Background: an optimization exercise with open tools, aiming at small area, a short achievable clock period and few clock cycles per item. Do not read the settings as production practice.
Where RTL was checked, it was by simulation tests only, not by an equivalence proof against the original.
No driver is modelled on the clock port, so clocking that relies on it looks cheaper here than on a real chip.

Setup of delta:
// pp_accumulator
module pp_accumulator #(
   parameter int N = pp_pkg::N_DEF,
   parameter int K = pp_pkg::K_DEF
) (
   input  logic           clk,
   input  logic           rst,
   input  logic           in_valid,
   output logic           in_ready,
   input  logic [N*2*N-1:0] in_pp,
   output logic           out_valid,
   input  logic           out_ready,
   output logic [2*N-1:0] out_product
);
Size in the first run: roughly 1,000 cells after synthesis, ~16,000 µm² of cells after synthesis.
export LEC_CHECK = 0
export CAP_MARGIN = 20
export CORE_MARGIN = 2
export CORE_UTILIZATION = 60
export PLACE_DENSITY = 0.75
export SLEW_MARGIN = 20
create_clock -name core_clock -period 5.0 [get_ports {clk}]
standard.sh (not shown) runs the stock make flow with config.mk's settings and CLKGATE_MAP_FILE= SYNTH_SCRIPT=/design/flow/synth_recipe.tcl, a recipe that flattens the netlist after the stock synthesis.
==> flow/flow/run.sh <==
#!/bin/bash
# Own layout flow: the standard ORFS flow with these changes.
#  - Yosys's generic synth skips its early "abc -fast" pass (SYNTH_ARGS=-noabc) so the
#    3:2 counters of the adder tree reach extract_fa as written and map to full-adder
#    cells without polarity inverters between them. Registers are unchanged.
#  - Ports are buffered with sky130_fd_sc_hd__buf_1 instead of the default delay buffer.
#  - After clock tree synthesis, flow/skew.tcl delays the clock of the last stage's
#    registers (useful skew for the register-to-register paths into them).
# Each tool's full output is in flow_make.log and in ORFS's logs under orfs/logs/.
set -euo pipefail
here=$(pwd)
bash standard.sh SYNTH_ARGS=-noabc "BUFFER_PORTS_ARGS=-buffer_cell sky130_fd_sc_hd__buf_1" \
  "POST_CTS_TCL=$here/flow/skew.tcl" "SKEW_BUFS=sky130_fd_sc_hd__clkdlybuf4s50_1 sky130_fd_sc_hd__clkdlybuf4s25_1 sky130_fd_sc_hd__clkbuf_8" "SKEW_MIN_BIT=4" \
  finish > flow_make.log 2>&1
==> flow/flow/skew.tcl <==
# Sourced by ORFS's cts.tcl after clock tree synthesis (POST_CTS_TCL).
# Useful skew for the register-to-register paths of the last pipeline stage:
# the output register (out_product) and the skid register behind it get their
# clock later than the rest of the design, through SKEW_BUFS clock buffers in
# series in front of their clock pins on each clock-tree leaf net that reaches
# them. Bits below SKEW_MIN_BIT are left alone: their adder paths are short
# and would only need hold buffers. The output register's paths to the
# outputs get correspondingly less slack.
set skew_cells $::env(SKEW_BUFS)
set min_bit $::env(SKEW_MIN_BIT)
set groups [dict create]
foreach c [concat [get_cells out_product*] [get_cells -quiet skid*]] {
  if {![regexp {\[([0-9]+)\]} [get_full_name $c] -> bit] || $bit < $min_bit} { continue }
  set pin [get_pins -of_objects $c -filter "lib_pin_name==CLK"]
  set net [get_nets -of_objects $pin]
  dict lappend groups [get_full_name $net] $pin
}
set k 0
dict for {n pins} $groups {
  set net [get_nets $n]
  foreach cell $skew_cells {
    set newnet "skew_net_$k"
    insert_buffer -buffer_cell $cell -net $net -load_pins $pins -buffer_name "skew_buf_$k" -net_name $newnet
    set net [get_nets $newnet]
    incr k
  }
}
puts "skew: inserted $k clock buffers on [dict size $groups] leaf nets"
detailed_placement
check_placement -verbose
estimate_parasitics -placement
report_clock_skew
report_checks -path_delay max -group_path_count 1
## Diff of input files: harbor against delta
--- a/flow/design.v
+++ b/flow/design.v
@@ -903,23 +903,25 @@
    logic c865;
    logic s866;
    logic c867;
    logic s868;
    logic c869;
    logic s870;
    logic [127:0] s1_q;
    logic        v1, vs;
    logic [31:0] row_a, row_b, sum, skid;
-   logic        take, out_load;
-   assign take     = out_valid && out_ready;
+   logic        out_load;
+   logic        v1_n, vs_n, ov_n, room1, room2;
    assign out_load = !out_valid || out_ready;
-   assign in_ready = !rst && (({1'b0, out_valid} + {1'b0, vs} + {1'b0, v1} <= 2'd1)
-                              || (take && (vs ^ v1)));
+   assign in_ready = !rst && (room1 || (room2 && out_ready));
+   assign v1_n = in_valid && in_ready;
+   assign ov_n = out_load ? (vs || v1) : out_valid;
+   assign vs_n = out_load ? (vs && v1) : (vs || v1);
    assign s1 = in_pp[0] ^ in_pp[32] ^ in_pp[64];
    assign c2 = (in_pp[0] & in_pp[32]) | (in_pp[0] & in_pp[64]) | (in_pp[32] & in_pp[64]);
    assign s3 = in_pp[96] ^ in_pp[128];
    assign c4 = in_pp[96] & in_pp[128];
    assign s5 = in_pp[1] ^ in_pp[33] ^ in_pp[65];
    assign c6 = (in_pp[1] & in_pp[33]) | (in_pp[1] & in_pp[65]) | (in_pp[33] & in_pp[65]);
    assign s7 = in_pp[97] ^ in_pp[129] ^ in_pp[161];
    assign c8 = (in_pp[97] & in_pp[129]) | (in_pp[97] & in_pp[161]) | (in_pp[129] & in_pp[161]);
    assign s9 = in_pp[193] ^ in_pp[225];
@@ -1786,25 +1788,25 @@
    assign s870 = s1_q[127] ^ s807 ^ c806;
    assign row_a = {s870, s868, s866, s864, s862, s860, s858, s856, s854, s852, s850, s848, s846, s844, s842, s840, s838, s836, s834, s832, s830, s828, s826, s824, s822, s820, s818, s816, s814, s812, s810, s745};
    assign row_b = {c869, c867, c865, c863, c861, c859, c857, c855, c853, c851, c849, c847, c845, c843, c841, c839, c837, c835, c833, c831, c829, c827, c825, c823, c821, c819, c817, c815, c813, c811, c809, s808};
    assign sum = row_a + row_b;
    always_ff @(posedge clk or posedge rst) begin
       if (rst) begin
          v1        <= 1'b0;
          vs        <= 1'b0;
          out_valid <= 1'b0;
+         room1     <= 1'b1;
+         room2     <= 1'b0;
       end else begin
-         v1 <= in_valid && in_ready;
-         if (out_load) begin
-            out_valid <= vs || v1;
-            vs        <= vs && v1;
-         end else begin
-            vs        <= vs || v1;
-         end
+         v1        <= v1_n;
+         vs        <= vs_n;
+         out_valid <= ov_n;
+         room1     <= ({1'b0, ov_n} + {1'b0, vs_n} + {1'b0, v1_n}) <= 2'd1;
+         room2     <= ov_n && (vs_n ^ v1_n);
       end
    end
    always_ff @(posedge clk) begin
       s1_q <= {c742, c740, s744, s743, c738, c736, s741, s739, c734, c732, s737, s735, c730, c728, s733, s731, c726, c724, s729, s727, c722, c720, s725, s723, c718, c716, s721, s719, c714, c712, s717, s715, c710, c708, s713, s711, c706, c704, s709, s707, c702, c700, s705, s703, c698, c696, s701, s699, c694, c692, s697, s695, c690, c688, s693, s691, c686, c684, s689, s687, c682, c680, s685, s683, c678, c676, s681, s679, c674, c672, s677, s675, c670, c668, s673, s671, c666, c664, s669, s667, c662, c660, s665, s663, c658, c656, s661, s659, c654, c652, s657, s655, c650, c648, s653, s651, c646, c644, s649, s647, c642, c640, s645, s643, c638, c636, s641, s639, c634, c632, s637, s635, c630, c628, s633, s631, c626, c624, s629, s627, c622, s625, s623, c437, s621, s436, s434, s190};
       if (out_load) out_product <= vs ? skid : sum;
       if (out_load || !vs) skid <= sum;
    end
 endmodule
--- outcome ---
delta vs harbor, master of the slowest instance on the critical path: sky130_fd_sc_hd__dfrtp_1 vs sky130_fd_sc_hd__fa_1
delta → harbor: instance count after placement with tap cells included down 40.
Diff delta -> harbor | total via count in the routed design | down by a few percent
Diff delta..harbor | XOR/XNOR share of the synthesized area | negligible
[compare] base=delta new=harbor: global routing met2 resource utilization shows a reduction of 0.87 points; area after synthesis went down by about 0.32%; worst hold slack after final layout went down 37 ps.
Against delta as the reference, harbor delivers a higher total met2 wirelength after detailed routing.
harbor — final cell count 36 lower, delta as reference
Testbench counts of harbor, summed over its fixed seeds: cycles 1,616, items 1,600.
Function not checked in delta: the RTL went through the layout flow alone.

## port drivers added, routing unchanged
In the flow no input, the clock included, has a driving cell. The finished layouts below were timed again as built, in two steps. Step 1 assumes that a clkbuf_16 drives the clock port and a buf_2 every other input. Step 2, shift: input delay + t, output delay - t, t = (earliest + latest rising clock arrival at the registers) / 2. This alone moves slack from input paths to output paths. Three values: ideal, step 1, step 2; two values: the first two.
run | t (ns) | setup WS [ns] | worst setup path at the end | latest minus earliest clock arrival (ns)
delta | 0.925 | 1.595 / 1.546 / 1.233 | input to register | 0.944 / 0.944
harbor | 0.929 | 2.079 / 2.040 / 1.221 | input to register | 0.946 / 0.946
In delta and harbor the clock reaches the registers at very different times; t lies between them, and the last value is a rough guide only. For harbor, which loses most, drivers alone change the setup slack by -0.039 ns; drivers and shift together by -0.858 ns.
